This is an optimization exercise on Yosys and OpenROAD, whose aim is small area, not a production implementation. In this exercise RTL edits were held to simulation tests only and were not proved equivalent to the original. Power figures rest on the tool's default switching activity, not on a simulated workload.

$ cat design.v
`timescale 1ns/100ps
`default_nettype none
package cpu_pkg;
    localparam int DATA_W       = 4;
    localparam int PC_W         = 4;
    localparam int INSTR_W      = 16;
    localparam int REG_ADDR_W   = 3;
    localparam int NUM_REGS     = 8;
    localparam int IMEM_DEPTH   = 16;
    localparam int DMEM_DEPTH   = 16;
    localparam int STALL_CYCLES = 4;
    localparam int STALL_CNT_W  = $clog2(STALL_CYCLES);
    localparam int ENC_W = 12;
    typedef logic [DATA_W-1:0]     data_t;
    typedef logic [PC_W-1:0]       pc_t;
    typedef logic [REG_ADDR_W-1:0] reg_addr_t;
    typedef enum logic [1:0] {
        RUN   = 2'd0,
        STALL = 2'd1,
        FLUSH = 2'd2,
        LOCK  = 2'd3
    } ctrl_state_e;
    function automatic logic [ENC_W-1:0] encode(logic [INSTR_W-1:0] w);
        logic [ENC_W-1:0] e;
        logic [2:0] rd;
        rd = w[11:9];
        e  = '0;
        case (w[15:12])
            4'd1: e = {3'b000, rd, w[8:6], w[5:3]};
            4'd3: e = {3'b001, rd, w[8:6], w[5:3]};
            4'd6: e = {3'b010, rd, w[8:6], w[5:3]};
            4'd2: e = {3'b011, rd, w[8:6], w[2:0]};
            4'd4: e = (rd == 3'd0) ? '0 : {3'b100, rd, w[8:6], w[2:0]};
            4'd5: e = {3'b101, w[2:0], w[8:6], w[5:3]};
            4'd7: e = {2'b11, w[3], w[2:0], w[11:9], w[8:6]};
            4'd8: e = {2'b11, w[3], w[2:0], 3'd0, 3'd0};
            default: e = '0;
        endcase
        encode = e;
    endfunction
endpackage
`default_nettype wire
`timescale 1ns/100ps
`default_nettype none
module hold_timer (
    input  logic clk,
    input  logic i_stall,
    output logic o_expired
);
    logic [cpu_pkg::STALL_CNT_W-1:0] count;
    always_ff @(posedge clk) begin
        count <= i_stall ? count - 1'b1 : cpu_pkg::STALL_CNT_W'(cpu_pkg::STALL_CYCLES - 1);
    end
    assign o_expired = count == '0;
endmodule
`default_nettype wire
`timescale 1ns/100ps
`default_nettype none
module pipe_ctrl_fsm (
    input  logic        clk,
    input  logic        reset,
    input  logic        i_hazard,
    input  logic        i_flush_req,
    input  logic        i_lock_req,
    input  logic        i_unlock_req,
    input  logic        i_auth_valid,
    output logic        o_hold,
    output logic        o_flush,
    output cpu_pkg::ctrl_state_e o_state
);
    cpu_pkg::ctrl_state_e state;
    cpu_pkg::ctrl_state_e state_nxt;
    logic        timer_expired;
    hold_timer i_timer (
        .clk       (clk),
        .i_stall   (state == cpu_pkg::STALL),
        .o_expired (timer_expired)
    );
    always_comb begin
        state_nxt = state;
        if (state == cpu_pkg::LOCK) begin
            if (i_unlock_req && i_auth_valid) state_nxt = cpu_pkg::RUN;
        end else if (i_lock_req) begin
            state_nxt = cpu_pkg::LOCK;
        end else if (i_flush_req) begin
            state_nxt = cpu_pkg::FLUSH;
        end else begin
            case (state)
                cpu_pkg::RUN:   if (i_hazard) state_nxt = cpu_pkg::STALL;
                cpu_pkg::STALL: if (timer_expired) state_nxt = cpu_pkg::RUN;
                default:        state_nxt = cpu_pkg::RUN;
            endcase
        end
    end
    always_ff @(posedge clk or posedge reset) begin
        if (reset) state <= cpu_pkg::RUN;
        else       state <= state_nxt;
    end
    assign o_hold  = state == cpu_pkg::STALL;
    assign o_flush = state[1];               
    assign o_state = state;
endmodule
`default_nettype wire
`timescale 1ns/100ps
`default_nettype none
module register_file (
    input  logic      clk,
    input  logic      reset,
    input  logic      i_we,
    input  cpu_pkg::reg_addr_t i_waddr,
    input  cpu_pkg::data_t     i_wdata,
    input  cpu_pkg::reg_addr_t i_raddr1,
    input  cpu_pkg::reg_addr_t i_raddr2,
    output cpu_pkg::data_t     o_rdata1,
    output cpu_pkg::data_t     o_rdata2
);
    cpu_pkg::data_t regs [1:cpu_pkg::NUM_REGS-1];
    always_ff @(posedge clk or posedge reset) begin
        if (reset) begin
            for (int i = 1; i < cpu_pkg::NUM_REGS; i++) regs[i] <= '0;
        end else if (i_we) begin
            for (int i = 1; i < cpu_pkg::NUM_REGS; i++)
                if (i_waddr == 3'(i)) regs[i] <= i_wdata;
        end
    end
    always_comb begin
        o_rdata1 = '0;
        o_rdata2 = '0;
        for (int i = 1; i < cpu_pkg::NUM_REGS; i++) begin
            if (i_raddr1 == 3'(i)) o_rdata1 = regs[i];
            if (i_raddr2 == 3'(i)) o_rdata2 = regs[i];
        end
    end
endmodule
`default_nettype wire
`timescale 1ns/100ps
`default_nettype none
module fetch_decode (
    input  logic      clk,
    input  logic      reset,
    input  logic      i_hold,
    input  logic      i_flush,
    input  logic      i_redirect_valid,
    input  cpu_pkg::pc_t       i_redirect_pc,
    input  logic      i_imem_we,
    input  cpu_pkg::pc_t       i_imem_addr,
    input  logic [cpu_pkg::INSTR_W-1:0] i_imem_data,
    output cpu_pkg::pc_t       o_pc,
    output logic      o_id_ex_valid,
    output logic [cpu_pkg::ENC_W-1:0] o_id_ex_instr
);
    localparam int EW = cpu_pkg::ENC_W;
    cpu_pkg::pc_t     pc;
    logic [EW-1:0]    wenc;
    logic [3:0]       imem_hi [cpu_pkg::IMEM_DEPTH];
    logic [7:0]       imem_lo [cpu_pkg::IMEM_DEPTH];
    logic             if_id_valid;
    logic [EW-1:0]    if_id_instr;
    assign wenc = cpu_pkg::encode(i_imem_data);
    always_ff @(posedge clk or posedge reset) begin
        if (reset) begin
            pc <= '0;
        end else if (i_flush) begin
            pc <= '0;
        end else if (!i_hold) begin
            pc <= i_redirect_valid ? i_redirect_pc : pc + 1'b1;
        end
    end
    always_ff @(posedge clk or posedge reset) begin
        if (reset) begin
            for (int i = 0; i < cpu_pkg::IMEM_DEPTH; i++) imem_hi[i] <= '0;
        end else if (i_imem_we) begin
            imem_hi[i_imem_addr] <= {wenc[11], wenc[8:6]};
        end
    end
    always_ff @(posedge clk) begin
        if (i_imem_we) imem_lo[i_imem_addr] <= {wenc[10:9], wenc[5:0]};
    end
    always_ff @(posedge clk or posedge reset) begin
        if (reset) begin
            if_id_valid   <= 1'b0;
            o_id_ex_valid <= 1'b0;
        end else if (i_flush) begin
            if_id_valid   <= 1'b0;
            o_id_ex_valid <= 1'b0;
        end else if (!i_hold) begin
            if_id_valid   <= !i_redirect_valid;
            o_id_ex_valid <= if_id_valid && !i_redirect_valid;
        end
    end
    always_ff @(posedge clk) begin
        if (!i_hold) begin
            if_id_instr   <= {imem_hi[pc][3], imem_lo[pc][7:6], imem_hi[pc][2:0], imem_lo[pc][5:0]};
            o_id_ex_instr <= if_id_instr;
        end
    end
    assign o_pc = pc;
endmodule
`default_nettype wire
`timescale 1ns/100ps
`default_nettype none
module execute_mem (
    input  logic      clk,
    input  logic      reset,
    input  logic      i_hold,
    input  logic      i_flush,
    input  logic      i_id_ex_valid,
    input  logic [cpu_pkg::ENC_W-1:0] i_id_ex_instr,
    output cpu_pkg::reg_addr_t o_rs1_addr,
    output cpu_pkg::reg_addr_t o_rs2_addr,
    input  cpu_pkg::data_t     i_rs1_data,
    input  cpu_pkg::data_t     i_rs2_data,
    output logic      o_redirect_valid,
    output cpu_pkg::pc_t       o_redirect_pc,
    output logic      o_wb_valid,
    output cpu_pkg::reg_addr_t o_wb_addr,
    output cpu_pkg::data_t     o_wb_data
);
    logic [2:0]          c;
    cpu_pkg::reg_addr_t  f1, f2, f3;
    logic                advance;
    logic                is_beq, is_store, is_load, writes;
    cpu_pkg::data_t      op_a, op_b, opnd, sum, alu_out;
    logic [1:0]          ex_mem_kind;
    cpu_pkg::reg_addr_t  ex_mem_rd;
    cpu_pkg::data_t      ex_mem_result;
    logic                ex_mem_sd3;       
    cpu_pkg::data_t      mem_result;
    cpu_pkg::data_t      dmem [cpu_pkg::DMEM_DEPTH];
    logic                mem_wb_wr;
    cpu_pkg::reg_addr_t  mem_wb_rd;
    cpu_pkg::data_t      mem_wb_data;
    assign {c, f1, f2, f3} = i_id_ex_instr;
    assign advance = !i_hold && !i_flush;
    assign is_beq   = c[2] && c[1];
    assign is_store = c == 3'b101;
    assign is_load  = c == 3'b100;
    assign writes   = (!c[2] || is_load) && f1 != 3'd0;
    assign o_rs1_addr = f2;
    assign o_rs2_addr = f3;
    function automatic logic [cpu_pkg::DATA_W-1:0] fwd(cpu_pkg::reg_addr_t src, cpu_pkg::data_t rf_data);
        logic [cpu_pkg::DATA_W-1:0] val;
        val = rf_data;
        if (ex_mem_kind[0] && ex_mem_rd == src) begin
            val = mem_result;
        end else if (mem_wb_wr && mem_wb_rd == src) begin
            val = mem_wb_data;
        end
        fwd = val;
    endfunction
    always_comb begin
        op_a = fwd(f2, i_rs1_data);
        op_b = fwd(f3, i_rs2_data);
        opnd = op_b;
        if (c == 3'b011 || c == 3'b100) opnd = {1'b0, f3};
        else if (c == 3'b101)           opnd = {1'b0, f1};
        sum = op_a + opnd;
        case (c)
            3'b001:  alu_out = op_a & op_b;
            3'b010:  alu_out = op_a ^ op_b;
            default: alu_out = sum;
        endcase
    end
    assign o_redirect_valid = i_id_ex_valid && is_beq && op_a == op_b && advance;
    assign o_redirect_pc    = {c[0], f1};
    always_ff @(posedge clk or posedge reset) begin
        if (reset) begin
            ex_mem_kind <= 2'b00;
            mem_wb_wr   <= 1'b0;
        end else if (i_flush) begin
            ex_mem_kind <= 2'b00;
            mem_wb_wr   <= 1'b0;
        end else if (!i_hold) begin
            ex_mem_kind <= {i_id_ex_valid && (is_load || is_store) && (writes || is_store),
                            i_id_ex_valid && writes};
            mem_wb_wr   <= ex_mem_kind[0];
        end
    end
    always_ff @(posedge clk) begin
        if (!i_hold) begin
            ex_mem_rd     <= is_store ? op_b[2:0] : f1;
            ex_mem_sd3    <= op_b[3];
            ex_mem_result <= alu_out;
            mem_wb_rd     <= ex_mem_rd;
            mem_wb_data   <= mem_result;
        end
    end
    always_ff @(posedge clk or posedge reset) begin
        if (reset) begin
            for (int i = 0; i < cpu_pkg::DMEM_DEPTH; i++) dmem[i] <= '0;
        end else if (ex_mem_kind == 2'b10 && advance) begin
            dmem[ex_mem_result] <= {ex_mem_sd3, ex_mem_rd};
        end
    end
    assign mem_result = ex_mem_kind[1] ? dmem[ex_mem_result] : ex_mem_result;
    assign o_wb_valid = mem_wb_wr && advance;
    assign o_wb_addr  = mem_wb_rd;
    assign o_wb_data  = mem_wb_data;
endmodule
`default_nettype wire
`timescale 1ns/100ps
`default_nettype none
module cpu_top (
    input  logic        clk,
    input  logic        reset,
    input  logic        i_imem_we,
    input  logic [3:0]  i_imem_addr,
    input  logic [15:0] i_imem_data,
    input  logic        i_hazard,
    input  logic        i_flush_req,
    input  logic        i_lock_req,
    input  logic        i_unlock_req,
    input  logic        i_auth_valid,
    output logic [3:0]  o_pc,
    output logic [1:0]  o_state,
    output logic        o_wb_valid,
    output logic [2:0]  o_wb_addr,
    output logic [3:0]  o_wb_data
);
    logic      hold;
    logic      flush;
    logic      redirect_valid;
    cpu_pkg::pc_t       redirect_pc;
    cpu_pkg::reg_addr_t rs1_addr;
    cpu_pkg::reg_addr_t rs2_addr;
    cpu_pkg::data_t     rs1_data;
    cpu_pkg::data_t     rs2_data;
    cpu_pkg::ctrl_state_e state;
    logic      id_ex_valid;
    logic [cpu_pkg::ENC_W-1:0] id_ex_instr;
    pipe_ctrl_fsm i_ctrl (
        .clk          (clk),
        .reset        (reset),
        .i_hazard     (i_hazard),
        .i_flush_req  (i_flush_req),
        .i_lock_req   (i_lock_req),
        .i_unlock_req (i_unlock_req),
        .i_auth_valid (i_auth_valid),
        .o_hold       (hold),
        .o_flush      (flush),
        .o_state      (state)
    );
    assign o_state = state;
    fetch_decode i_fetch (
        .clk              (clk),
        .reset            (reset),
        .i_hold           (hold),
        .i_flush          (flush),
        .i_redirect_valid (redirect_valid),
        .i_redirect_pc    (redirect_pc),
        .i_imem_we        (i_imem_we),
        .i_imem_addr      (i_imem_addr),
        .i_imem_data      (i_imem_data),
        .o_pc             (o_pc),
        .o_id_ex_valid    (id_ex_valid),
        .o_id_ex_instr    (id_ex_instr)
    );
    execute_mem i_exec (
        .clk              (clk),
        .reset            (reset),
        .i_hold           (hold),
        .i_flush          (flush),
        .i_id_ex_valid    (id_ex_valid),
        .i_id_ex_instr    (id_ex_instr),
        .o_rs1_addr       (rs1_addr),
        .o_rs2_addr       (rs2_addr),
        .i_rs1_data       (rs1_data),
        .i_rs2_data       (rs2_data),
        .o_redirect_valid (redirect_valid),
        .o_redirect_pc    (redirect_pc),
        .o_wb_valid       (o_wb_valid),
        .o_wb_addr        (o_wb_addr),
        .o_wb_data        (o_wb_data)
    );
    register_file i_regfile (
        .clk      (clk),
        .reset    (reset),
        .i_we     (o_wb_valid),
        .i_waddr  (o_wb_addr),
        .i_wdata  (o_wb_data),
        .i_raddr1 (rs1_addr),
        .i_raddr2 (rs2_addr),
        .o_rdata1 (rs1_data),
        .o_rdata2 (rs2_data)
    );
endmodule
`default_nettype wire
$ cat flow/run.sh
#!/bin/bash
# The standard layout (standard.sh), with three changes:
#  - synthesis maps logic with an area-oriented abc script (flow/synth.tcl);
#  - ports are buffered with the smallest buffer;
#  - the clock tree uses small buffers and no dummy loads.
# The whole run's output goes to flow_run.log here, each tool's to orfs/logs.
set -euo pipefail
export FLOW_WORK_DIR=$PWD
export FLOW_FLOW_DIR=$PWD/flow
export BUFFER_PORTS_ARGS="-buffer_cell sky130_fd_sc_hd__buf_1"
export CTS_ARGS="-sink_clustering_enable -repair_clock_nets -dont_use_dummy_load -buf_list sky130_fd_sc_hd__clkbuf_4 -sink_clustering_size 8 -sink_clustering_max_diameter 50"
sed "s#SYNTH_SCRIPT=[^ ]*#SYNTH_SCRIPT=$PWD/flow/synth.tcl#" standard.sh > my_standard.sh
grep -q "SYNTH_SCRIPT=$PWD/flow/synth.tcl" my_standard.sh
bash my_standard.sh > flow_run.log 2>&1
mkdir -p logs
cp -r orfs/logs/. logs/ 2>/dev/null || true
$ cat flow/area.abc
strash
&get -n
&synch2
&syn2
&synch2
&put
dch -f
amap
topo
$ cat flow/synth.tcl
# The standard flow's synthesis script unchanged, with abc's mapping script replaced by
# an area-oriented one (flow/area.abc). abc maps only combinational logic.
proc abc {args} {
  set i [lsearch $args -script]
  if {$i >= 0} { lset args [expr {$i + 1}] $::env(FLOW_FLOW_DIR)/area.abc }
  yosys abc {*}$args
}
source $::env(FLOW_WORK_DIR)/synth_recipe.tcl
$ cat standard.sh
#!/bin/bash
# synth_recipe.tcl (not shown) runs the flow's synth.tcl, then flattens the netlist and writes it again
# the make line also repeats each setting of config.mk as NAME=value (left out here)
make -C /OpenROAD-flow-scripts/flow DESIGN_CONFIG=/design/flow/config.mk WORK_HOME=/design/flow/orfs CLKGATE_MAP_FILE= SYNTH_SCRIPT=/design/flow/synth_recipe.tcl "${@:-finish}"
$ cat config.mk
export PLATFORM = sky130hd
export DESIGN_NAME = cpu_top
export DESIGN_NICKNAME = cpu_top
export VERILOG_FILES = /design/flow/design.v
export SDC_FILE = /design/flow/constraint.sdc
export NUM_CORES = 4
export LEC_CHECK = 0
export CAP_MARGIN = 20
export CORE_MARGIN = 2
export CORE_UTILIZATION = 40
export GPL_TIMING_DRIVEN = 0
export SLEW_MARGIN = 20
$ cat constraint.sdc
create_clock -name core_clock -period 5.0 [get_ports {clk}]
set_input_delay 1.0000 -clock core_clock [delete_from_list [all_inputs] [get_ports {clk}]]
set_output_delay 1.0000 -clock core_clock [all_outputs]
set_load 0.01 [all_outputs]
==> results.tsv, run 1 <==
stage	metric	value	unit
pwr	PwrDens	459	mW/mm²
sta	hold slack final	0.217	ns
logic_synthesis	Syn Inst Count	1211	
cells_and_area	Layout Utilization	44.8	%
cells_and_area	Multi-input gate area	0.00476	mm²
logic_synthesis	YS warnings	8	
global_routing	initial antenna violation count	1	
clock_network	worst skew pair latency	0.74	ns
global_routing	gr ovfl total	0	
cells_and_area	FF+latch area	0.00924	mm²
place	pre-CTS worst setup slack	-0.488	ns
logic_synthesis	Post-synth EDFFs	167	
min_path	Hold Path Class	in2async	
sta	Final Max Slew Viols	0	
logic_synthesis	Post-Synthesis Cell Area	0.0144	mm²
clock_network	CTS tree	yes	
sta	highest clock rate	0.213	GHz
sta	final hold vios	0	
setup_path	reg2reg path depth	18	
die	die width	194	µm
setup_path	Crit Path Max Fanout	12	
sta	crit share post-route	94.0	%
setup_path	WP data required	5.58	ns
logic_synthesis	post-synth top area cell	edfxtp_1	
clock_network	clk root buf	clkbuf_4	
setup_path	minimum setup slack among reg-to-reg paths	0.30	ns
logic_synthesis	leading post-synthesis cells by instance count	dfrtp_1, edfxtp_1, nor2_1	
setup_path	Worst Path Arrival	5.28	ns
sta	Tmin final	4.70	ns
logic_synthesis	ys async rst share	49.7	%
logic_synthesis	Yosys reg bits	336	
routing	routed wire length	36.5	mm
run_status	status	finished clean	
routing	WL/cell	20.4	µm
cells_and_area	fill count	3289	
setup_path	kind of critical path	reg2reg	
setup_path	reg-to-reg critical path startpoint	i_exec.ex_mem_result[0]	
die	initial cell density of the core	40.5	%
logic_synthesis	main flop type after synthesis	edfxtp_1	
die	# IOs	42	
pwr	Overall Power	7.29	mW
logic_synthesis	top cell type's share of synthesized area	34.9	%
global_routing	vias in the first global route	10512	
logic_synthesis	post-synthesis sequential area ratio	64.2	%
sta	RSZ-0062 raised after global routing	no	
setup_path	slowest stage delay, CP	0.55	ns
setup_path	crit-path cells	buf_4 > clkinvlp_4 > nor2_1 > a222oi_1 > o22ai_1 > a211oi_1 > o221ai_1 > nand2_1 > o21ai_0 > o22ai_1 > clkinv_1 > ha_1 > or4_1 > nor4_4 > buf_4 > o21ai_0 > a221oi_1 > a211oi_1	
sta	clock skew	0.101	ns
setup_path	Worst path depth	18	
die	die height	194	µm
sta	Final setup viols	0	
routing	vias per cell	6.03	
routing	Vias	10774	
die	die area	0.0375	mm²
place	Post-DP HPWL	24.0	mm
setup_path	CP Capture Type	flip-flop	
logic_synthesis	top post-synthesis cells by area	edfxtp_1, dfrtp_1, o221ai_1, nor2_1, o22a_1	
pwr	maximum VDD drop	0.215	mV
routing	initial DRC count	887	
routing	DRC viols	0	
pwr	leak pwr	5.48	nW
logic_synthesis	Mapped Avg Cell Area	11.9	µm²
clock_network	CTS Buf Count	49	
die	Core ar.	0.0355	mm²
cells_and_area	nets@finish	1367	
cells_and_area	share of layout cells above drive strength 1	7.70	%
setup_path	RR Endpoint	i_fetch.pc[3]	
place	GPL Wtd Cong	0.892	
setup_path	slowest stage cell, crit path	a222oi_1	
sta	Least-Margin Pin Slew	1.09	ns
global_routing	Total GRT Usage	19.4	%
clock_network	Clock Path Buffers	3	
sta	Fin Setup TNS	0	ns
clock_network	CTS Sinks	336	
routing	Antenna Nets Post-Route	0	
clock_network	Clock transition at path regs	0.10	ns
setup_path	startpoint class of the critical path	flip-flop	
sta	Slew Limit Headroom	27.0	%
place	buffers added on ports	41	
setup_path	Buf/Inv on CP	4	
run	MaxCap Viol Count	0	
setup_path	Worst path top cell family by delay	compound AO/OA/AOI/OAI gates	
cells_and_area	area grow syn2layout	10.5	%
sta	Final WS setup	0.300	ns
global_routing	first-pass GRT wire length	58.4	mm
routing	first drt pass iteration count	5	
clock_network	htree depth	2	
logic_synthesis	syn_nets	1252	
die	Cell Rows	69	
global_routing	largest net degree at the start of global routing	78	
logic_synthesis	post-synth cell types	43	
-- through the flow --
stage               std cells  instance area [µm²]
finish                   1786                15900
global route             1786                15900
CTS                      1774                15800
detailed placement       1724                15400
global placement         1713                15100
floorplan                1211                14400
-- cell families (layout without fill, tap and decap cells) --
| family | count (synthesis) | in the layout | synth area share [%] |
|---|---|---|---|
| and+or+nand+nor | 272 | 272 | 7.76 |
| buffers and inverters | 132 | 245 | 3.47 |
| adders and majority gates | 13 | 13 | 1.18 |
| xor gates and xnor gates | 1 | 1 | 0.0609 |
| DFF | 336 | 336 | 64.2 |
| AOI/OAI and AO/OA | 457 | 457 | 23.3 |
| other | 0 | 1 | 0 |
-- registers in the layout (all words and copies together), names as in the netlist, 2 cells and up --
signal and flops:
i_ctrl.i_timer.count 2, i_ctrl.state 2, i_exec.dmem 64, i_exec.ex_mem_kind 2, i_exec.ex_mem_rd 3, i_exec.ex_mem_result 4, i_exec.mem_wb_data 4, i_exec.mem_wb_rd 3
i_fetch.if_id_instr 12, i_fetch.imem_hi 64, i_fetch.imem_lo 128, i_fetch.o_id_ex_instr 12, i_fetch.pc 4, i_regfile.regs 28
-- layer usage --
metal	share of wire, %	up-vias	wire length, µm	GRT usage, %
met3	6.6	56	2400	3.63
li1	-	4990	-	-
met4	1.7	0	609	5.32
met1	44	5353	16200	27.2
met5	0	-	0	0
met2	47	375	17300	30.9
-- power by group --
part	switching, mW	internal [mW]
clock	0.887	0.448
combinational	1.39	0.770
sequential	0.426	3.37
-- worst max-delay path by stage --
stage	slack, ns	from	end
finish	0.30	i_exec.ex_mem_result[0]	i_fetch.pc[3]
floorplan	0.32	i_fetch.o_id_ex_instr[1]	i_fetch.pc[3]
CTS	0.01	i_exec.ex_mem_result[0]	i_fetch.pc[3]
global placement	-1.22	i_fetch.pc[0]	i_fetch.if_id_instr[8]
global route	0.01	i_exec.ex_mem_result[3]	i_fetch.pc[3]
detailed placement	-0.49	i_exec.ex_mem_result[0]	i_fetch.pc[3]
-- repair_timing --
| action | CTS | global route |
|---|---|---|
| setup endpoints to repair | 5 | 5 |
| pin swaps | 0 | 1 |
| buffers inserted | 1 | 10 |
| hold buffers | 0 | 0 |
| gates resized for setup | 3 | 4 |
-- cell type report --
cell class / instances / share of cell area [%]
diodes: 1 / 0.0158
plain buffers: 1 / 0.0473
clock buffers: 49 / 2.32
well taps: 461 / 3.63
repair buffers: 64 / 2.68
inverters: 131 / 3.19
multi-input cells: 743 / 30.0
flip-flops and latches: 336 / 58.1
-- placed cells by master, fill, tap and decap left out, types with 3 or more instances in the layout --
cell type  Yosys  routed
a2111oi_0      9       6
a211oi_1       5       5
a21oi_1      112     112
a221o_1        5       5
a221oi_1      14      14
a222oi_1      12      12
a22oi_1       11      11
a31oi_1        5       5
a32o_1         7       7
a32oi_1       15      15
buf_1          0      41
buf_16         0       4
buf_4          1      16
buf_6          0       3
clkbuf_4       0      49
clkinv_1     131     126
dfrtp_1      167     166
edfxtp_1     167     167
ha_1          12      12
nand2_1       51      50
nand3_1       24      24
nor2_1       165     155
nor2_2         0      10
nor3_1        13      13
o21ai_0       34      33
o221a_1        3       3
o221ai_1      72      72
o22a_1        68      68
o22ai_1       49      42
o22ai_2        0       7
o32a_1        14      14
o32ai_1        8       8
or3_1         10      10
==> run 2: changes to the inputs <==
--- a/config.mk
+++ b/config.mk
@@ -9,4 +9,3 @@
 export CORE_MARGIN = 2
 export CORE_UTILIZATION = 40
-export GPL_TIMING_DRIVEN = 0
 export SLEW_MARGIN = 20
==> results.tsv, run 2 <==
stage	metric	value	unit	change
run_status	status	finished clean		
clock_network	worst skew pair latency	0.72	ns	-0.02 ns
routing	first drt pass iteration count	5		unchanged
logic_synthesis	Mapped Avg Cell Area	11.9	µm²	unchanged
routing	DRC viols	0		unchanged
sta	Slew Limit Headroom	32.5	%	+5.6 points
cells_and_area	nets@finish	1382		+1.1%
logic_synthesis	post-synth top area cell	edfxtp_1		
logic_synthesis	post-synth cell types	43		unchanged
cells_and_area	share of layout cells above drive strength 1	7.32	%	-0.39 points
place	GPL Wtd Cong	0.924		+3.5%
global_routing	met3 Use GR	3.12	%	-0.51 points
logic_synthesis	main flop type after synthesis	edfxtp_1		
cells_and_area	Largest Register	i_fetch.imem_lo		
sta	Final WS setup	0.554	ns	+0.254 ns
global_routing	gr ovfl total	0		unchanged
global_routing	vias in the first global route	10455		-0.54%
logic_synthesis	post-synthesis sequential area ratio	64.2	%	unchanged
sta	Least-Margin Pin Slew	1.01	ns	-0.0856 ns
die	Core ar.	0.0355	mm²	unchanged
die	# IOs	42		unchanged
clock_network	Clock transition at path regs	0.09	ns	about the same
die	initial cell density of the core	40.5	%	unchanged
routing	initial DRC count	798		-10%
clock_network	Post-CTS Resized	0		-3
logic_synthesis	Yosys reg bits	336		unchanged
clock_network	clk root buf	clkbuf_4		
cells_and_area	fill count	3354		+2.0%
clock_network	hold_buf cts	0		unchanged
run	MaxCap Viol Count	0		unchanged
clock_network	CTS Sinks	336		unchanged
sta	Final setup viols	0		unchanged
cells_and_area	commonest non-fill, non-tap cell in the layout	edfxtp_1		
sta	Tmin final	4.45	ns	-0.254 ns
logic_synthesis	top post-synthesis cells by area	edfxtp_1, dfrtp_1, o221ai_1, nor2_1, o22a_1		
sta	crit share post-route	88.9	%	-5.1 points
global_routing	initial antenna violation count	1		unchanged
clock_network	Setup Fix Bufs, Post-CTS	0		-1
pwr	leak pwr	5.52	nW	+0.69%
global_routing	routing usage on met2	31.8	%	+0.87 points
place	pre-CTS worst setup slack	0.528	ns	+1.02 ns
die	Cell Rows	69		unchanged
die	die area	0.0375	mm²	unchanged
setup_path	kind of critical path	reg2reg		
routing	WL/cell	20.6	µm	+1.0%
die	die width	194	µm	unchanged
sta	highest clock rate	0.225	GHz	+5.7%
logic_synthesis	top cell type's share of synthesized area	34.9	%	unchanged
logic_synthesis	YS warnings	8		unchanged
min_path	Hold Path Class	reg2reg		
global_routing	Total GRT Usage	19.7	%	+0.39 points
routing	vias per cell	5.95		-1.4%
logic_synthesis	leading post-synthesis cells by instance count	dfrtp_1, edfxtp_1, nor2_1		
global_routing	met1 GRT Util	27.8	%	+0.59 points
cells_and_area	Regs by FF count	i_fetch.imem_lo: 128 flops, i_exec.dmem: 64 flops, i_fetch.imem_hi: 64 flops		
routing	routed wire length	37.2	mm	+1.9%
logic_synthesis	Post-Synthesis Cell Area	0.0144	mm²	unchanged
cells_and_area	Largest register FFs	128		unchanged
cells_and_area	area grow syn2layout	10.1	%	
clock_network	CTS tree	yes		
place	buffers added on ports	41		unchanged
die	die height	194	µm	unchanged
clock_network	CTS Buf Count	48		-2.0%
logic_synthesis	Syn Inst Count	1211		unchanged
setup_path	startpoint class of the critical path	flip-flop		
logic_synthesis	Post-synth EDFFs	167		unchanged
global_routing	GRT busiest layer	met2		
setup_path	WP data required	5.57	ns	about the same
global_routing	largest net degree at the start of global routing	89		+14%
setup_path	Worst Path Arrival	5.02	ns	-0.26 ns
global_routing	first-pass GRT wire length	59.0	mm	+1.1%
sta	RSZ-0062 raised after global routing	no		
logic_synthesis	ys async rst share	49.7	%	unchanged
cells_and_area	most frequent cells in the layout	edfxtp_1, dfrtp_1, nor2_1		
clock_network	Clock Path Buffers	3		unchanged
place	Post-DP HPWL	25.1	mm	+4.5%
routing	Vias	10711		-0.58%
pwr	PwrDens	454	mW/mm²	-1.1%
sta	Final Max Slew Viols	0		unchanged
routing	Antenna Nets Post-Route	0		unchanged
clock_network	htree depth	2		unchanged
setup_path	CP Capture Type	flip-flop		
sta	final hold vios	0		unchanged
sta	Fin Setup TNS	0	ns	unchanged
setup_path	Crit Path Max Fanout	17		+5
sta	clock skew	0.0623	ns	-0.0385 ns
logic_synthesis	syn_nets	1252		unchanged
pwr	maximum VDD drop	0.192	mV	-11%
-- run 2: cell types whose count changed in the layout (fill, tap and decap cells not counted), moves of 3 or more --
cell       delta
buf_4        +23
nor2_1        +7
nor2_2        -7
buf_16        -4
clkinv_1      +4
o22ai_1       +4
o22ai_2       -4
a2111oi_0     +3
buf_6         -3
-- run 2: layout make-up --
class,instances,area [µm²],share of cell area (%)
timing repair buffer,81,467,2.95
tap,461,577,3.64
antenna,1,2.50,0.0158
multi-input combinational,743,4690,29.6
inverter,131,497,3.14
clock buffer,48,360,2.28
sequential,336,9240,58.3
-- run 2: metal layers --
layer | vias to the layer above | wire length [µm]
met3 | 61 | 2190
met5 | - | 0
li1 | 5004 | -
met1 | 5306 | 16500
met4 | 0 | 817
met2 | 340 | 17700
-- run 2: worst paths after layout --
check | startpoint | to | slack, ns | cells after the start
hold / removal | i_ctrl.i_timer.count[0] | i_ctrl.i_timer.count[0] | 0.42 | 1
hold reg to reg | i_ctrl.i_timer.count[0] | i_ctrl.i_timer.count[0] | 0.42 | 1
min in group asynchronous | reset | i_fetch.imem_hi[5][3] | 0.43 | 2
setup reg to reg | i_fetch.o_id_ex_instr[4] | i_fetch.pc[3] | 0.55 | 13
setup / recovery | i_fetch.o_id_ex_instr[4] | i_fetch.pc[3] | 0.55 | 13
max in group asynchronous | reset | i_exec.dmem[1][1] | 3.61 | 3
-- run 2: stage by stage --
step | std cells | cell area (µm²) | hold slack [ns] | utilization (%) | power, mW
final | 1801 | 15800 | 0.422 | 44.6 | 7.19
after global routing | 1801 | 15800 | 0.437 | 44.6 | 7.65
after CTS | 1796 | 15800 | 0.420 | 44.4 | 7.22
after detailed placement | 1748 | 15400 | 0.402 | 43.4 | 5.90
after global placement | 1748 | 15400 | 0.396 | 43.4 | 5.87
after floorplan | 1211 | 14400 | 0.388 | - | 5.10
-- run 2: power by group --
part | internal, mW | switching [mW]
sequential | 3.37 | 0.419
combinational | 0.735 | 1.35
clock | 0.440 | 0.872
total | 4.55 | 2.64
-- run 2: cells by family (layout without fill, tap and decap cells) --
family / after synthesis / after routing / share of synthesized area [%]
compound gates: 457 / 457 / 23.3
xor+xnor: 1 / 1 / 0.0609
fa+ha+maj: 13 / 13 / 1.18
buf+inv: 132 / 260 / 3.47
flops: 336 / 336 / 64.2
other cells: 0 / 1 / 0
simple gates: 272 / 272 / 7.76
-- run 2: worst max-delay path, stage by stage, from the launching register on --
cell and delay [ns]:
edfxtp_1 0.74, o22ai_1 0.12, a2111oi_0 0.88, clkinv_1 0.37
nor2_1 0.19, a21oi_1 0.06, o22a_1 0.22, ha_1 0.29
or4_1 0.53, nor4_1 0.28, buf_4 0.21, clkinv_1 0.12
a221oi_1 0.28, a211oi_1 0.07
==> run 3: changes to the inputs <==
--- a/design.v
+++ b/design.v
@@ -157,5 +157,11 @@
     logic             if_id_valid;
     logic [EW-1:0]    if_id_instr;
+    logic [EW-1:0]    fetched;
     assign wenc = cpu_pkg::encode(i_imem_data);
+    always_comb begin
+        fetched = '0;
+        for (int i = 0; i < cpu_pkg::IMEM_DEPTH; i++)
+            fetched |= {EW{pc == 4'(i)}} & {imem_hi[i][3], imem_lo[i][7:6], imem_hi[i][2:0], imem_lo[i][5:0]};
+    end
     always_ff @(posedge clk or posedge reset) begin
         if (reset) begin
@@ -191,5 +197,5 @@
     always_ff @(posedge clk) begin
         if (!i_hold) begin
-            if_id_instr   <= {imem_hi[pc][3], imem_lo[pc][7:6], imem_hi[pc][2:0], imem_lo[pc][5:0]};
+            if_id_instr   <= fetched;
             o_id_ex_instr <= if_id_instr;
         end
==> results.tsv, run 3 <==
stage	metric	value	unit	change
clock_network	htree depth	2		unchanged
logic_synthesis	post-synth top area cell	edfxtp_1		
place	GPL Wtd Cong	0.900		-2.6%
sta	RSZ-0062 raised after global routing	no		
sta	Slew Limit Headroom	32.7	%	+0.16 points
clock_network	CTS Buf Count	49		+2.1%
logic_synthesis	Post-synth EDFFs	167		unchanged
global_routing	initial antenna violation count	1		unchanged
min_path	Worst Hold Path Cells	0		-1
logic_synthesis	leading post-synthesis cells by instance count	nor2_1, dfrtp_1, edfxtp_1		
setup_path	startpoint class of the critical path	flip-flop		
die	die width	193	µm	-0.37%
setup_path	Worst Path Arrival	5.04	ns	+0.02 ns
die	Cell Rows	69		unchanged
logic_synthesis	post-synth cell types	42		-2.3%
routing	vias per cell	5.84		-1.8%
logic_synthesis	Mapped Avg Cell Area	11.7	µm²	-1.2%
cells_and_area	fill count	3329		-0.75%
clock_network	clk root buf	clkbuf_4		
clock_network	Clock transition at path regs	0.09	ns	about the same
run_status	status	finished clean		
pwr	leak pwr	5.58	nW	+1.1%
clock_network	worst skew pair latency	0.72	ns	about the same
sta	hold slack final	0.388	ns	-0.0339 ns
sta	crit share post-route	88.8	%	about the same
routing	routed wire length	37.9	mm	+2.1%
logic_synthesis	post-synthesis sequential area ratio	64.7	%	+0.48 points
die	# IOs	42		unchanged
global_routing	first-pass GRT wire length	59.8	mm	+1.4%
routing	DRC viols	0		unchanged
place	buffers added on ports	41		unchanged
clock_network	CTS Sinks	336		unchanged
die	initial cell density of the core	40.4	%	-0.11 points
global_routing	gr ovfl total	0		unchanged
logic_synthesis	ys async rst share	49.7	%	unchanged
global_routing	Total GRT Usage	21.1	%	+1.4 points
logic_synthesis	syn_nets	1258		+0.48%
die	die height	193	µm	-0.37%
die	die area	0.0372	mm²	-0.73%
clock_network	CTS tree	yes		
setup_path	kind of critical path	reg2reg		
logic_synthesis	main flop type after synthesis	edfxtp_1		
place	Post-DP HPWL	26.2	mm	+4.5%
run	MaxCap Viol Count	0		unchanged
pwr	maximum VDD drop	0.220	mV	+14%
routing	Antenna Nets Post-Route	0		unchanged
logic_synthesis	YS warnings	8		unchanged
clock_network	hold_buf cts	0		unchanged
sta	Tmin final	4.44	ns	-0.00400 ns
cells_and_area	commonest non-fill, non-tap cell in the layout	nor2_1		
logic_synthesis	Syn Inst Count	1217		+0.50%
routing	first drt pass iteration count	6		+1
cells_and_area	nets@finish	1390		+0.58%
die	Core ar.	0.0353	mm²	-0.49%
routing	Vias	10575		-1.3%
sta	final hold vios	0		unchanged
sta	highest clock rate	0.225	GHz	about the same
cells_and_area	Largest register FFs	128		unchanged
min_path	Hold Path Class	reg2reg		
cells_and_area	area grow syn2layout	10.3	%	
sta	Final Max Slew Viols	0		unchanged
global_routing	vias in the first global route	10553		+0.94%
pwr	PwrDens	449	mW/mm²	-1.2%
setup_path	minimum setup slack among reg-to-reg paths	0.56	ns	about the same
cells_and_area	Regs by FF count	i_fetch.imem_lo: 128 flops, i_exec.dmem: 64 flops, i_fetch.imem_hi: 64 flops		
sta	Least-Margin Pin Slew	1.01	ns	+0.000167 ns
cells_and_area	most frequent cells in the layout	nor2_1, dfrtp_1, edfxtp_1		
logic_synthesis	Post-Synthesis Cell Area	0.0143	mm²	-0.75%
logic_synthesis	top cell type's share of synthesized area	35.1	%	+0.26 points
sta	Final setup viols	0		unchanged
clock_network	Clock Path Buffers	3		unchanged
sta	Fin Setup TNS	0	ns	unchanged
clock_network	Setup Fix Bufs, Post-CTS	0		unchanged
setup_path	WP data required	5.60	ns	+0.03 ns
cells_and_area	Largest Register	i_fetch.imem_lo		
logic_synthesis	Yosys reg bits	336		unchanged
setup_path	reg2reg path depth	16		+3
clock_network	Post-CTS Resized	0		unchanged
global_routing	largest net degree at the start of global routing	95		+6.7%
setup_path	CP Capture Type	flip-flop		
sta	clock skew	0.0480	ns	-0.0143 ns
routing	initial DRC count	1097		+37%
logic_synthesis	top-count cell post-synth	nor2_1		
logic_synthesis	top post-synthesis cells by area	edfxtp_1, dfrtp_1, nor2_1, clkinv_1, o22a_1		
setup_path	Crit Path Max Fanout	13		-4
routing	WL/cell	21.0	µm	+1.6%
cells_and_area	share of layout cells above drive strength 1	7.50	%	+0.18 points
## run 3: cell types whose count changed after synthesis, moves of 7 or more
cell,previous run,this run
clkinv_1,131,153
a21oi_1,112,87
a32o_1,7,0
nor3_1,13,26
nand3_1,24,9
a222oi_1,12,39
nor2b_1,1,9
o221ai_1,72,15
a32oi_1,15,6
o22ai_1,49,68
a22oi_1,11,28
## run 3: per-layer routing
layer | share of wire (%) | track usage, % | vias up
li1 | - | - | 4959
met1 | 42 | 27.5 | 5148
met2 | 49 | 35.2 | 368
met3 | 5.6 | 3.18 | 100
met4 | 4.0 | 8.84 | 0
met5 | 0 | 0 | -
## run 3: final cells by class
cell class | count | area [µm²] | share of cell area [%]
flip-flops and latches | 336 | 9230 | 58.7
clock buffers | 49 | 368 | 2.34
diodes | 2 | 5.00 | 0.0318
repair buffers | 82 | 462 | 2.93
inverters | 153 | 579 | 3.68
well taps | 461 | 577 | 3.66
multi-input cells | 727 | 4520 | 28.7
## run 3: worst max-delay path: stages (launching register included)
cell,delay [ns]
edfxtp_1,0.58
clkinv_1,0.45
nor2_1,0.37
clkinv_1,0.27
o22a_1,0.23
nand3_1,0.09
o211ai_1,0.08
o21ai_0,0.18
o22ai_1,0.21
clkinv_1,0.07
ha_1,0.24
or4_1,0.54
nor4_1,0.27
buf_4,0.19
clkinv_1,0.15
a221oi_1,0.33
a211oi_1,0.08
## run 3: path summary, 6_finish.rpt
path | startpoint | end
min | i_fetch.if_id_instr[11] | i_fetch.o_id_ex_instr[11]
min in group asynchronous | reset | i_ctrl.state[0]
max | i_exec.ex_mem_result[1] | i_fetch.pc[3]
max reg2reg | i_exec.ex_mem_result[1] | i_fetch.pc[3]
min reg2reg | i_fetch.if_id_instr[11] | i_fetch.o_id_ex_instr[11]
max in group asynchronous | reset | i_regfile.regs[5][0]
## run 3: stage by stage
stage | instance area [µm²] | util, % | total power, mW | setup slack, ns | cells
CTS | 15700 | 44.5 | 7.11 | 0.588 | 1808
global route | 15700 | 44.6 | 7.51 | 0.168 | 1810
finish | 15700 | 44.6 | 7.07 | 0.558 | 1810
detailed placement | 15300 | 43.4 | 5.78 | 0.592 | 1759
global placement | 15300 | 43.4 | 5.75 | 0.686 | 1759
floorplan | 14300 | - | 5.02 | 0.565 | 1217
## run 3: cell families after synthesis
logic type      share of synthesized area (%)
compound gates                           21.1
fa+ha+maj                                1.19
buf+inv                                  4.08
flops                                    64.7
simple gates                             8.95
## run 3: where the power goes
part | switching (mW) | internal [mW] | leakage (nW)
registers | 0.342 | 3.36 | 3.59
clock network | 0.888 | 0.448 | 0.225
logic | 1.36 | 0.673 | 1.76
total | 2.59 | 4.48 | 5.58
==> run 4: changes to the inputs <==
--- a/flow/run.sh
+++ b/flow/run.sh
@@ -8,4 +8,5 @@
 export FLOW_WORK_DIR=$PWD
 export FLOW_FLOW_DIR=$PWD/flow
+export GPL_KEEP_OVERFLOW=0
 export BUFFER_PORTS_ARGS="-buffer_cell sky130_fd_sc_hd__buf_1"
 export CTS_ARGS="-sink_clustering_enable -repair_clock_nets -dont_use_dummy_load -buf_list sky130_fd_sc_hd__clkbuf_4 -sink_clustering_size 8 -sink_clustering_max_diameter 50"
==> flow/area.abc (replaced) <==
strash
&get -n
&synch2
&syn2
&synch2
&put
dch -f
amap -F 3 -A 8
topo
==> results.tsv, run 4 <==
stage	metric	value	unit	change
run_status	status	finished clean		
setup_path	RR Endpoint	i_fetch.pc[2]		
global_routing	GRT busiest layer	met2		
setup_path	reg2reg path depth	16		unchanged
clock_network	CTS tree	yes		
routing	vias per cell	6.04		+3.3%
cells_and_area	fill count	3232		-2.9%
setup_path	slowest stage delay, CP	0.55	ns	-0.03 ns
sta	Final Max Slew Viols	0		unchanged
routing	initial DRC count	921		-16%
sta	Fin Setup TNS	0	ns	unchanged
routing	routed wire length	38.3	mm	+0.93%
die	# IOs	42		unchanged
clock_network	CTS Buf Count	50		+2.0%
place	DP Cell Count	1676		-4.7%
logic_synthesis	Post-synth EDFFs	167		unchanged
sta	highest clock rate	0.218	GHz	-3.1%
setup_path	startpoint class of the critical path	flip-flop		
sta	RSZ-0062 raised after global routing	no		
pwr	switching share of power	36.9	%	+0.29 points
global_routing	vias in the first global route	10161		-3.7%
pwr	Clk pwr share	18.5	%	-0.4 points
sta	Least-Margin Pin Slew	1.08	ns	+0.0775 ns
setup_path	reg-to-reg critical path startpoint	i_exec.ex_mem_result[2]		
global_routing	largest net degree at the start of global routing	65		-32%
min_path	Hold Path Class	in2async		
sta	Slew Limit Headroom	27.5	%	-5.2 points
logic_synthesis	post-synthesis sequential area ratio	65.3	%	+0.56 points
pwr	maximum VDD drop	0.223	mV	+1.5%
global_routing	met3 Use GR	3.56	%	+0.38 points
routing	Vias	10477		-0.93%
clock_network	hold_buf cts	0		unchanged
setup_path	Worst Path Arrival	5.19	ns	+0.15 ns
clock_network	clk root buf	clkbuf_4		
place	pre-CTS worst setup slack	-0.722	ns	-1.31 ns
global_routing	initial antenna violation count	1		unchanged
sta	Final WS setup	0.418	ns	-0.140 ns
clock_network	worst skew pair latency	0.74	ns	+0.02 ns
setup_path	crit-path cells	clkinvlp_4 > nand2_1 > nor2_1 > a2111oi_1 > o221ai_1 > o22ai_1 > clkinv_1 > o22ai_1 > clkinv_1 > ha_1 > or4_1 > nor4_4 > clkinv_1 > a22oi_1 > nor2_1 > a211oi_1		
place	GPL Wtd Cong	0.899		-0.11%
routing	first drt pass iteration count	6		unchanged
place	Post-DP HPWL	26.5	mm	+0.96%
logic_synthesis	Mapped Avg Cell Area	12.1	µm²	+2.9%
setup_path	CP Capture Type	flip-flop		
cells_and_area	share of layout cells above drive strength 1	7.97	%	+0.47 points
cells_and_area	Regs by FF count	i_fetch.imem_lo: 128 flops, i_exec.dmem: 64 flops, i_fetch.imem_hi: 64 flops		
setup_path	minimum setup slack among reg-to-reg paths	0.42	ns	-0.14 ns
logic_synthesis	Syn Inst Count	1173		-3.6%
setup_path	Worst path top cell family by delay	compound AO/OA/AOI/OAI gates		
sta	clock skew	0.0737	ns	+0.0258 ns
die	Cell Rows	68		-1.4%
sta	crit share post-route	91.6	%	+2.8 points
setup_path	slowest stage cell, crit path	or4_1		
setup_path	kind of critical path	reg2reg		
logic_synthesis	post-synth top area cell	edfxtp_1		
cells_and_area	Largest register FFs	128		unchanged
pwr	leak pwr	5.46	nW	-2.2%
pwr	PwrDens	463	mW/mm²	+3.0%
global_routing	routing usage on met2	34.7	%	-0.50 points
logic_synthesis	post-synth cell types	46		+9.5%
logic_synthesis	leading post-synthesis cells by instance count	nor2_1, dfrtp_1, edfxtp_1		
setup_path	Crit Path Max Fanout	12		-1
global_routing	Total GRT Usage	21.1	%	-0.042 points
pwr	Psw	2.67	mW	+2.9%
logic_synthesis	ys async rst share	49.7	%	unchanged
die	Core ar.	0.0347	mm²	-1.7%
logic_synthesis	top cell type's share of synthesized area	35.5	%	+0.30 points
cells_and_area	Finished Layout Cells	1736		-4.1%
pwr	Overall Power	7.22	mW	+2.1%
cells_and_area	most frequent cells in the layout	dfrtp_1, edfxtp_1, nor2_1		
logic_synthesis	main flop type after synthesis	edfxtp_1		
run	MaxCap Viol Count	0		unchanged
logic_synthesis	YS warnings	8		unchanged
die	die height	192	µm	-0.42%
routing	Antenna Nets Post-Route	0		unchanged
logic_synthesis	Post-Synthesis Cell Area	0.0141	mm²	-0.85%
sta	Final setup viols	0		unchanged
sta	final hold vios	0		unchanged
cells_and_area	area grow syn2layout	10.3	%	about the same
logic_synthesis	top-count cell post-synth	nor2_1		
place	Post-Place Cell Area	0.0151	mm²	-1.4%
cells_and_area	design area	0.0156	mm²	-0.87%
logic_synthesis	top post-synthesis cells by area	edfxtp_1, dfrtp_1, nor2_1, o22a_1, a222oi_1		
die	die area	0.0369	mm²	-0.83%
global_routing	first-pass GRT wire length	59.2	mm	-1.1%
pwr	combinational fraction of design power	30.7	%	+2.0 points
logic_synthesis	syn_nets	1214		-3.5%
setup_path	WP data required	5.61	ns	about the same
clock_network	Clock Path Buffers	3		unchanged
routing	WL/cell	22.1	µm	+5.2%
pwr	share of power burned in registers	50.8	%	-1.6 points
die	die width	192	µm	-0.42%
cells_and_area	Largest Register	i_fetch.imem_lo		
logic_synthesis	Yosys reg bits	336		unchanged
place	buffers added on ports	41		unchanged
global_routing	gr ovfl total	0		unchanged
clock_network	CTS Sinks	336		unchanged
setup_path	Buf/Inv on CP	4		-1
cells_and_area	nets@finish	1323		-4.8%
die	initial cell density of the core	40.8	%	+0.35 points
pwr	internal power	4.55	mW	+1.7%
clock_network	Clock transition at path regs	0.10	ns	about the same
sta	Tmin final	4.58	ns	+0.140 ns
global_routing	met1 GRT Util	27.4	%	-0.17 points
routing	DRC viols	0		unchanged
setup_path	Top cell by count, worst path	clkinv_1		
clock_network	htree depth	2		unchanged
[run 4: per-layer routing]
metal | up-vias | part of all wire, %
li1 | 4806 | -
met4 | 0 | 4.3
met3 | 104 | 5.6
met5 | - | 0
met1 | 5213 | 42
met2 | 354 | 48
[run 4: metrics by stage]
stage	hold slack [ns]	util, %
floorplan	0.362	-
finish	0.320	45.0
detailed placement	0.381	43.5
global route	0.315	45.0
global placement	0.368	42.8
CTS	0.285	44.7
[run 4: worst max-delay path by stage]
stage / startpoint / to / slack, ns / depth (start not counted)
2_1_floorplan: i_exec.ex_mem_result[0] / i_fetch.pc[2] / 0.50 / 16
3_3_place_gp: reset / i_regfile.regs[5][0] / -0.43 / 2
3_5_place_dp: i_exec.ex_mem_result[0] / i_fetch.pc[2] / -0.72 / 16
4_1_cts: i_exec.ex_mem_result[2] / i_fetch.pc[2] / 0.04 / 16
5_1_grt: i_exec.ex_mem_result[2] / i_fetch.pc[2] / 0.04 / 16
6_report: i_exec.ex_mem_result[2] / i_fetch.pc[2] / 0.42 / 16
[run 4: cell families (layout without fill, tap and decap cells)]
| logic type | Yosys count | in the layout | share of synthesized area (%) |
|---|---|---|---|
| fa+ha+maj | 13 | 13 | 1.20 |
| simple gates | 269 | 269 | 8.05 |
| flops | 336 | 336 | 65.3 |
| compound gates | 426 | 426 | 22.0 |
| buf+inv | 129 | 236 | 3.45 |
| other cells | 0 | 1 | 0 |
[run 4: final cells by class]
cell class | count | area (µm²) | share of cell area, %
Sequential cell | 336 | 9230 | 59.2
Multi-Input combinational cell | 708 | 4570 | 29.3
Tap cell | 455 | 569 | 3.65
Inverter | 128 | 500 | 3.21
Clock buffer | 50 | 375 | 2.41
Timing Repair Buffer | 58 | 357 | 2.29
Antenna cell | 1 | 2.50 | 0.0160
[run 4: what timing repair did]
| action | CTS | global route |
|---|---|---|
| endpoints found under the setup margin | 7 | 9 |
| hold endpoints to repair | 0 | 0 |
| resized for setup | 4 | 4 |
| gates cloned | 0 | 0 |
| buffers inserted | 1 | 8 |
[run 4: power groups by stage]
stage / logic, mW / clock network, mW / registers [mW]
after CTS: 2.11 / 1.38 / 3.70
after floorplan: 1.36 / 0 / 3.66
after global routing: 2.44 / 1.49 / 3.71
after detailed placement: 2.07 / 0 / 3.77
after global placement: 2.01 / 0 / 3.78
final: 2.22 / 1.34 / 3.67
[run 4: worst register-to-register path, stage by stage (launching register included)]
cell	delay, ns
edfxtp_1	0.44
clkinvlp_4	0.25
nand2_1	0.27
nor2_1	0.11
a2111oi_1	0.44
o221ai_1	0.23
o22ai_1	0.25
clkinv_1	0.16
o22ai_1	0.27
clkinv_1	0.13
ha_1	0.30
or4_1	0.55
nor4_4	0.41
clkinv_1	0.24
a22oi_1	0.23
nor2_1	0.06
a211oi_1	0.16
==> run 5: changes to the inputs <==
--- a/flow/run.sh
+++ b/flow/run.sh
@@ -8,5 +8,4 @@
 export FLOW_WORK_DIR=$PWD
 export FLOW_FLOW_DIR=$PWD/flow
-export GPL_KEEP_OVERFLOW=0
 export BUFFER_PORTS_ARGS="-buffer_cell sky130_fd_sc_hd__buf_1"
 export CTS_ARGS="-sink_clustering_enable -repair_clock_nets -dont_use_dummy_load -buf_list sky130_fd_sc_hd__clkbuf_4 -sink_clustering_size 8 -sink_clustering_max_diameter 50"
==> results.tsv, run 5 <==
stage	metric	value	unit	change
run_status	status	finished clean		
min_path	Hold Path End	i_ctrl.i_timer.count[0]		
sta	clock skew	0.110	ns	+0.0365 ns
setup_path	Crit Path Max Fanout	13		+1
logic_synthesis	Post-synth EDFFs	167		unchanged
routing	routed wire length	38.5	mm	+0.45%
die	# IOs	42		unchanged
global_routing	Total GRT Usage	21.5	%	+0.41 points
sta	hold slack final	0.407	ns	+0.0866 ns
cells_and_area	area grow syn2layout	10.2	%	about the same
cells_and_area	Finished Layout Cells	1763		+1.6%
logic_synthesis	top post-synthesis cells by area	edfxtp_1, dfrtp_1, nor2_1, o22a_1, a222oi_1		
setup_path	kind of critical path	reg2reg		
setup_path	CP Capture Type	flip-flop		
clock_network	clk root buf	clkbuf_4		
cells_and_area	commonest non-fill, non-tap cell in the layout	nor2_1		
logic_synthesis	post-synth top area cell	edfxtp_1		
clock_network	Clock transition at path regs	0.09	ns	about the same
setup_path	crit-path cells	clkinv_1 > nor2_1 > a222oi_1 > o22ai_1 > nor4_1 > a21oi_1 > o22ai_1 > clkinv_1 > a222oi_1 > clkinv_1 > ha_1 > fa_1 > o21ai_0 > nor2_1 > a2111oi_0 > a21oi_1		
global_routing	first-pass GRT wire length	60.6	mm	+2.4%
pwr	PwrDens	459	mW/mm²	-0.79%
logic_synthesis	YS warnings	8		unchanged
logic_synthesis	Syn Inst Count	1173		unchanged
routing	Vias	10577		+0.95%
sta	Final setup viols	0		unchanged
die	initial cell density of the core	40.8	%	unchanged
logic_synthesis	top-count cell post-synth	nor2_1		
sta	Final Max Slew Viols	0		unchanged
clock_network	CTS Sinks	336		unchanged
die	die height	192	µm	unchanged
logic_synthesis	Yosys reg bits	336		unchanged
place	GPL Wtd Cong	0.907		+0.86%
routing	DRC viols	0		unchanged
setup_path	Worst Path Arrival	4.83	ns	-0.36 ns
routing	initial DRC count	1133		+23%
setup_path	reg-to-reg critical path startpoint	i_exec.ex_mem_result[1]		
logic_synthesis	leading post-synthesis cells by instance count	nor2_1, dfrtp_1, edfxtp_1		
setup_path	WP data required	5.36	ns	-0.25 ns
logic_synthesis	Mapped Avg Cell Area	12.1	µm²	unchanged
global_routing	largest net degree at the start of global routing	96		+48%
setup_path	RR Endpoint	i_exec.ex_mem_result[2]		
sta	final hold vios	0		unchanged
cells_and_area	Largest Register	i_fetch.imem_lo		
routing	vias per cell	6.00		-0.59%
setup_path	slowest stage delay, CP	0.46	ns	-0.09 ns
setup_path	Top cell by count, worst path	clkinv_1		
die	Core ar.	0.0347	mm²	unchanged
cells_and_area	nets@finish	1350		+2.0%
logic_synthesis	post-synthesis sequential area ratio	65.3	%	unchanged
die	die area	0.0369	mm²	unchanged
sta	crit share post-route	89.4	%	-2.2 points
pwr	leak pwr	5.55	nW	+1.6%
routing	first drt pass iteration count	8		+2
setup_path	reg2reg path depth	16		unchanged
setup_path	minimum setup slack among reg-to-reg paths	0.53	ns	+0.11 ns
global_routing	vias in the first global route	10323		+1.6%
place	buffers added on ports	41		unchanged
place	Post-DP HPWL	26.3	mm	-0.72%
global_routing	initial antenna violation count	1		unchanged
pwr	maximum VDD drop	0.226	mV	+1.5%
cells_and_area	Largest register FFs	128		unchanged
logic_synthesis	Post-Synthesis Cell Area	0.0141	mm²	unchanged
routing	WL/cell	21.8	µm	-1.1%
setup_path	Worst path top cell family by delay	compound AO/OA/AOI/OAI gates		
clock_network	CTS Buf Count	48		-4.0%
min_path	Hold Path Class	reg2reg		
die	die width	192	µm	unchanged
logic_synthesis	post-synth cell types	46		unchanged
logic_synthesis	syn_nets	1214		unchanged
routing	Antenna Nets Post-Route	0		unchanged
cells_and_area	share of layout cells above drive strength 1	7.65	%	-0.32 points
place	DP Cell Count	1711		+2.1%
sta	Slew Limit Headroom	26.8	%	-0.75 points
sta	Least-Margin Pin Slew	1.09	ns	+0.0113 ns
pwr	Overall Power	7.16	mW	-0.88%
sta	highest clock rate	0.224	GHz	+2.5%
cells_and_area	most frequent cells in the layout	nor2_1, dfrtp_1, edfxtp_1		
logic_synthesis	ys async rst share	49.7	%	unchanged
run	MaxCap Viol Count	0		unchanged
min_path	hold_sp	i_ctrl.i_timer.count[0]		
sta	Fin Setup TNS	0	ns	unchanged
setup_path	Buf/Inv on CP	3		-1
setup_path	startpoint class of the critical path	flip-flop		
clock_network	htree depth	2		unchanged
clock_network	Clock Path Buffers	3		unchanged
min_path	Worst Hold Path Cells	1		
clock_network	worst skew pair latency	0.74	ns	about the same
cells_and_area	Regs by FF count	i_fetch.imem_lo: 128 flops, i_exec.dmem: 64 flops, i_fetch.imem_hi: 64 flops		
global_routing	gr ovfl total	0		unchanged
sta	RSZ-0062 raised after global routing	no		
logic_synthesis	main flop type after synthesis	edfxtp_1		
die	Cell Rows	68		unchanged
logic_synthesis	top cell type's share of synthesized area	35.5	%	unchanged
setup_path	slowest stage cell, crit path	a222oi_1		
sta	Tmin final	4.47	ns	-0.111 ns
clock_network	CTS tree	yes		
==> run 5: worst max-delay path by stage <==
stage / endpoint / from / depth (start not counted) / slack, ns
3_3_place_gp: i_exec.ex_mem_result[2] / i_exec.ex_mem_result[1] / 16 / 0.68
2_1_floorplan: i_fetch.pc[2] / i_exec.ex_mem_result[0] / 16 / 0.50
6_report: i_exec.ex_mem_result[2] / i_exec.ex_mem_result[1] / 16 / 0.53
5_1_grt: i_fetch.pc[2] / i_exec.ex_mem_result[3] / 18 / 0.05
4_1_cts: i_exec.ex_mem_result[2] / i_fetch.o_id_ex_instr[0] / 15 / 0.47
3_5_place_dp: i_exec.ex_mem_result[2] / i_fetch.o_id_ex_instr[0] / 15 / 0.52
==> run 5: cells by family (layout without fill, tap and decap cells) <==
kind of cell	after synthesis	after routing	share of synthesized area [%]
AOI/OAI and AO/OA	426	426	22.0
adders and majority gates	13	13	1.20
buffers and inverters	129	263	3.45
DFF	336	336	65.3
other	0	1	0
and+or+nand+nor	269	269	8.05
==> run 5: cell type report <==
type,instances,area (µm²)
clock buffer,48,360
tap,455,569
fill,3295,19100
multi-input combinational,708,4440
antenna,1,2.50
timing repair buffer,87,499
inverter,128,489
sequential,336,9230
==> run 5: metal layers <==
metal	global-route usage (%)	vias up	wire [µm]
li1	-	4876	-
met1	29.3	5242	16500
met2	35.1	386	18600
met3	3.42	73	2320
met4	6.90	0	1090
met5	0	-	0
==> run 5: timing repair <==
item / CTS / global route
buffers inserted: 0 / 3
hold buffers: 0 / 0
resized for setup: 0 / 1
setup endpoints to repair: 0 / 1
==> run 5: power by group <==
group          switching (mW)  leakage, nW  internal (mW)  total (mW)
clock network           0.869        0.221          0.440        1.31
logic                    1.46         1.73          0.737        2.20
registers               0.288         3.59           3.36        3.65
==> run 5: per-stage QoR <==
stage / util (%) / setup WS, ns / area [µm²]
2_1_floorplan: - / 0.500 / 14100
3_3_place_gp: 43.8 / 0.679 / 15200
3_5_place_dp: 43.8 / 0.519 / 15200
4_1_cts: 44.8 / 0.475 / 15600
5_1_grt: 44.9 / 0.0528 / 15600
6_report: 44.9 / 0.530 / 15600
==> run 6: changes to the inputs <==
--- a/config.mk
+++ b/config.mk
@@ -6,6 +6,6 @@
 export NUM_CORES = 4
 export LEC_CHECK = 0
-export CAP_MARGIN = 20
+export CAP_MARGIN = 0
 export CORE_MARGIN = 2
 export CORE_UTILIZATION = 40
-export SLEW_MARGIN = 20
+export SLEW_MARGIN = 0
==> results.tsv, run 6 <==
stage	metric	value	unit	change
die	die area	0.0369	mm²	unchanged
die	# IOs	42		unchanged
logic_synthesis	Post-Synthesis Cell Area	0.0141	mm²	unchanged
logic_synthesis	post-synthesis sequential area ratio	65.3	%	unchanged
logic_synthesis	Yosys reg bits	336		unchanged
global_routing	first-pass GRT wire length	60.6	mm	unchanged
cells_and_area	Layout Utilization	44.9	%	about the same
global_routing	initial antenna violation count	1		unchanged
pwr	leak pwr	5.55	nW	about the same
global_routing	vias in the first global route	10323		unchanged
setup_path	Worst Path Arrival	4.83	ns	about the same
cells_and_area	share of layout cells above drive strength 1	7.57	%	-0.077 points
pwr	PwrDens	459	mW/mm²	about the same
setup_path	Top cell by count, worst path	clkinv_1		
setup_path	Worst path depth	16		unchanged
clock_network	CTS tree	yes		
place	GPL Wtd Cong	0.907		unchanged
clock_network	CTS Sinks	336		unchanged
setup_path	Buf/Inv on CP	3		unchanged
min_path	Hold Path Class	reg2reg		
setup_path	Worst Setup SP	i_exec.ex_mem_result[1]		
logic_synthesis	main flop type after synthesis	edfxtp_1		
setup_path	Crit Path Max Fanout	13		unchanged
logic_synthesis	Post-synth EDFFs	167		unchanged
sta	highest clock rate	0.224	GHz	about the same
logic_synthesis	Syn Inst Count	1173		unchanged
setup_path	crit-path cells	clkinv_1 > nor2_1 > a222oi_1 > o22ai_1 > nor4_1 > a21oi_1 > o22ai_1 > clkinv_1 > a222oi_1 > clkinv_1 > ha_1 > fa_1 > o21ai_0 > nor2_1 > a2111oi_0 > a21oi_1		
routing	DRC viols	0		unchanged
clock_network	Clock Path Buffers	3		unchanged
die	initial cell density of the core	40.8	%	unchanged
sta	Slew Limit Headroom	24.9	%	-1.9 points
setup_path	reg-to-reg critical path startpoint	i_exec.ex_mem_result[1]		
logic_synthesis	YS warnings	8		unchanged
logic_synthesis	top post-synthesis cells by area	edfxtp_1, dfrtp_1, nor2_1, o22a_1, a222oi_1		
die	die height	192	µm	unchanged
setup_path	CP Capture Type	flip-flop		
sta	hold slack final	0.404	ns	-0.00314 ns
routing	vias per cell	5.98		-0.38%
routing	first drt pass iteration count	8		unchanged
clock_network	CTS Buf Count	48		unchanged
cells_and_area	area grow syn2layout	10.2	%	about the same
sta	crit share post-route	89.4	%	about the same
run_status	status	finished clean		
logic_synthesis	top cell type's share of synthesized area	35.5	%	unchanged
clock_network	Clock transition at path regs	0.09	ns	about the same
sta	final hold vios	0		unchanged
cells_and_area	fill count	3296		+0.030%
logic_synthesis	Mapped Avg Cell Area	12.1	µm²	unchanged
clock_network	htree depth	2		unchanged
sta	Least-Margin Pin Slew	1.12	ns	+0.0284 ns
setup_path	startpoint class of the critical path	flip-flop		
pwr	maximum VDD drop	0.226	mV	-0.31%
die	Cell Rows	68		unchanged
routing	Vias	10537		-0.38%
global_routing	gr ovfl total	0		unchanged
place	buffers added on ports	41		unchanged
setup_path	kind of critical path	reg2reg		
setup_path	minimum setup slack among reg-to-reg paths	0.53	ns	about the same
routing	WL/cell	21.8	µm	about the same
setup_path	slowest stage delay, CP	0.46	ns	about the same
setup_path	WP data required	5.36	ns	about the same
place	Post-DP HPWL	26.3	mm	unchanged
logic_synthesis	ys async rst share	49.7	%	unchanged
logic_synthesis	syn_nets	1214		unchanged
logic_synthesis	post-synth cell types	46		unchanged
routing	initial DRC count	1135		+0.18%
sta	Final Max Slew Viols	0		unchanged
setup_path	reg2reg path depth	16		unchanged
logic_synthesis	leading post-synthesis cells by instance count	nor2_1, dfrtp_1, edfxtp_1		
pwr	Overall Power	7.15	mW	about the same
cells_and_area	Largest Register	i_fetch.imem_lo		
logic_synthesis	top-count cell post-synth	nor2_1		
clock_network	worst skew pair latency	0.72	ns	-0.02 ns
die	die width	192	µm	unchanged
cells_and_area	commonest non-fill, non-tap cell in the layout	nor2_1		
cells_and_area	nets@finish	1350		unchanged
run	MaxCap Viol Count	0		unchanged
sta	Tmin final	4.47	ns	-0.00203 ns
global_routing	Total GRT Usage	21.5	%	unchanged
die	Core ar.	0.0347	mm²	unchanged
cells_and_area	Regs by FF count	i_fetch.imem_lo: 128 flops, i_exec.dmem: 64 flops, i_fetch.imem_hi: 64 flops		
setup_path	RR Endpoint	i_exec.ex_mem_result[2]		
clock_network	clk root buf	clkbuf_4		
sta	clock skew	0.0931	ns	-0.0171 ns
routing	routed wire length	38.4	mm	about the same
global_routing	largest net degree at the start of global routing	96		unchanged
routing	Antenna Nets Post-Route	0		unchanged
sta	Final setup viols	0		unchanged
setup_path	slowest stage cell, crit path	a222oi_1		
setup_path	Worst path top cell family by delay	compound AO/OA/AOI/OAI gates		
logic_synthesis	post-synth top area cell	edfxtp_1		
sta	RSZ-0062 raised after global routing	no		
sta	Fin Setup TNS	0	ns	unchanged
cells_and_area	Largest register FFs	128		unchanged
cells_and_area	most frequent cells in the layout	nor2_1, dfrtp_1, edfxtp_1		
clock_network	hold_buf cts	0		unchanged
setup_path	worst setup path end	i_exec.ex_mem_result[2]		
[run 6: cell counts after synthesis]
Identical to the previous run, type by type.
[run 6: worst min path at each step]
stage,startpoint,to,slack (ns),cells past startpoint
final,i_ctrl.i_timer.count[0],i_ctrl.i_timer.count[0],0.40,1
after global routing,i_fetch.if_id_instr[8],i_fetch.o_id_ex_instr[8],0.43,0
after CTS,i_ctrl.i_timer.count[0],i_ctrl.i_timer.count[0],0.41,1
after detailed placement,i_ctrl.i_timer.count[0],i_ctrl.i_timer.count[0],0.39,1
after global placement,i_ctrl.i_timer.count[0],i_ctrl.i_timer.count[0],0.37,1
after floorplan,i_ctrl.i_timer.count[0],i_ctrl.i_timer.count[0],0.36,1
[run 6: cell families after synthesis]
group,count (synthesis),share of synthesized area (%)
and+or+nand+nor,269,8.05
buffers and inverters,129,3.45
adders and majority gates,13,1.20
AOI/OAI and AO/OA,426,22.0
DFF,336,65.3
[run 6: power by group]
part,switching (mW),internal (mW),total (mW)
Sequential,0.287,3.36,3.64
Clock,0.868,0.440,1.31
Combinational,1.46,0.737,2.20
Total,2.62,4.53,7.15
[run 6: layout make-up]
type,count,area [µm²],area share (%)
inverters,128,489,3.14
repair buffers,87,499,3.20
flip-flops and latches,336,9230,59.2
multi-input cells,708,4430,28.4
diodes,1,2.50,0.0161
well taps,455,569,3.65
clock buffers,48,360,2.31
[run 6: repair_timing]
item	4_1_cts	5_1_grt
buffers inserted	0	3
resized for setup	0	1
setup endpoints to repair	0	1
[run 6: metrics by stage]
stage | area, µm² | worst slack, ns | std cells
after floorplan | 14100 | 0.500 | 1173
after global placement | 15200 | 0.679 | 1711
after detailed placement | 15200 | 0.519 | 1711
after CTS | 15600 | 0.475 | 1759
after global routing | 15600 | 0.0528 | 1763
final | 15600 | 0.532 | 1763
[run 6: worst reg2reg max path, cell delays in order, from the launching register on]
cell and delay, ns:
edfxtp_1 0.39, clkinv_1 0.24, nor2_1 0.16, a222oi_1 0.46
o22ai_1 0.15, nor4_1 0.27, a21oi_1 0.14, o22ai_1 0.26
clkinv_1 0.13, a222oi_1 0.37, clkinv_1 0.12, ha_1 0.24
fa_1 0.38, o21ai_0 0.30, nor2_1 0.07, a2111oi_0 0.38
a21oi_1 0.08
[run 6: metal layers]
layer | vias up | wire length [µm] | track usage [%]
met1 | 5222 | 16500 | 29.3
met2 | 376 | 18700 | 35.1
met3 | 64 | 2290 | 3.42
met5 | - | 0 | 0
met4 | 0 | 1020 | 6.90
li1 | 4875 | - | -

==> static timing again, ports no longer ideal <==
No port has a modelled driver above. Below, the same layouts with a new extraction and two added sets of constraints. Step 1: set_driving_cell puts a clkbuf_16 on clk and a buf_2 on each other input, an assumption about the parent block. Step 2, shift: input delay + t, output delay - t, t = (earliest + latest rising clock arrival at the registers) / 2. This alone moves slack from input paths to output paths. a / b / c = no drivers / after step 1 / after step 2; a / b = the first two.
| run | shift t [ns] | setup WS [ns] | worst slew at a driven data input, ns | pins driven straight from the clock port |
|---|---|---|---|---|
| run 1 | 0.733 | 0.300 / 0.300 / 0.300 | 0.03 | 1 |
| run 2 | 0.732 | 0.554 / 0.554 / 0.554 | 0.03 | 1 |
| run 3 | 0.742 | 0.558 / 0.558 / 0.558 | 0.03 | 1 |
| run 4 | 0.744 | 0.418 / 0.418 / 0.418 | 0.04 | 1 |
| run 5 | 0.731 | 0.530 / 0.530 / 0.530 | 0.03 | 1 |
| run 6 | 0.723 | 0.532 / 0.532 / 0.532 | 0.03 | 1 |
After both steps every run listed still meets setup and hold.
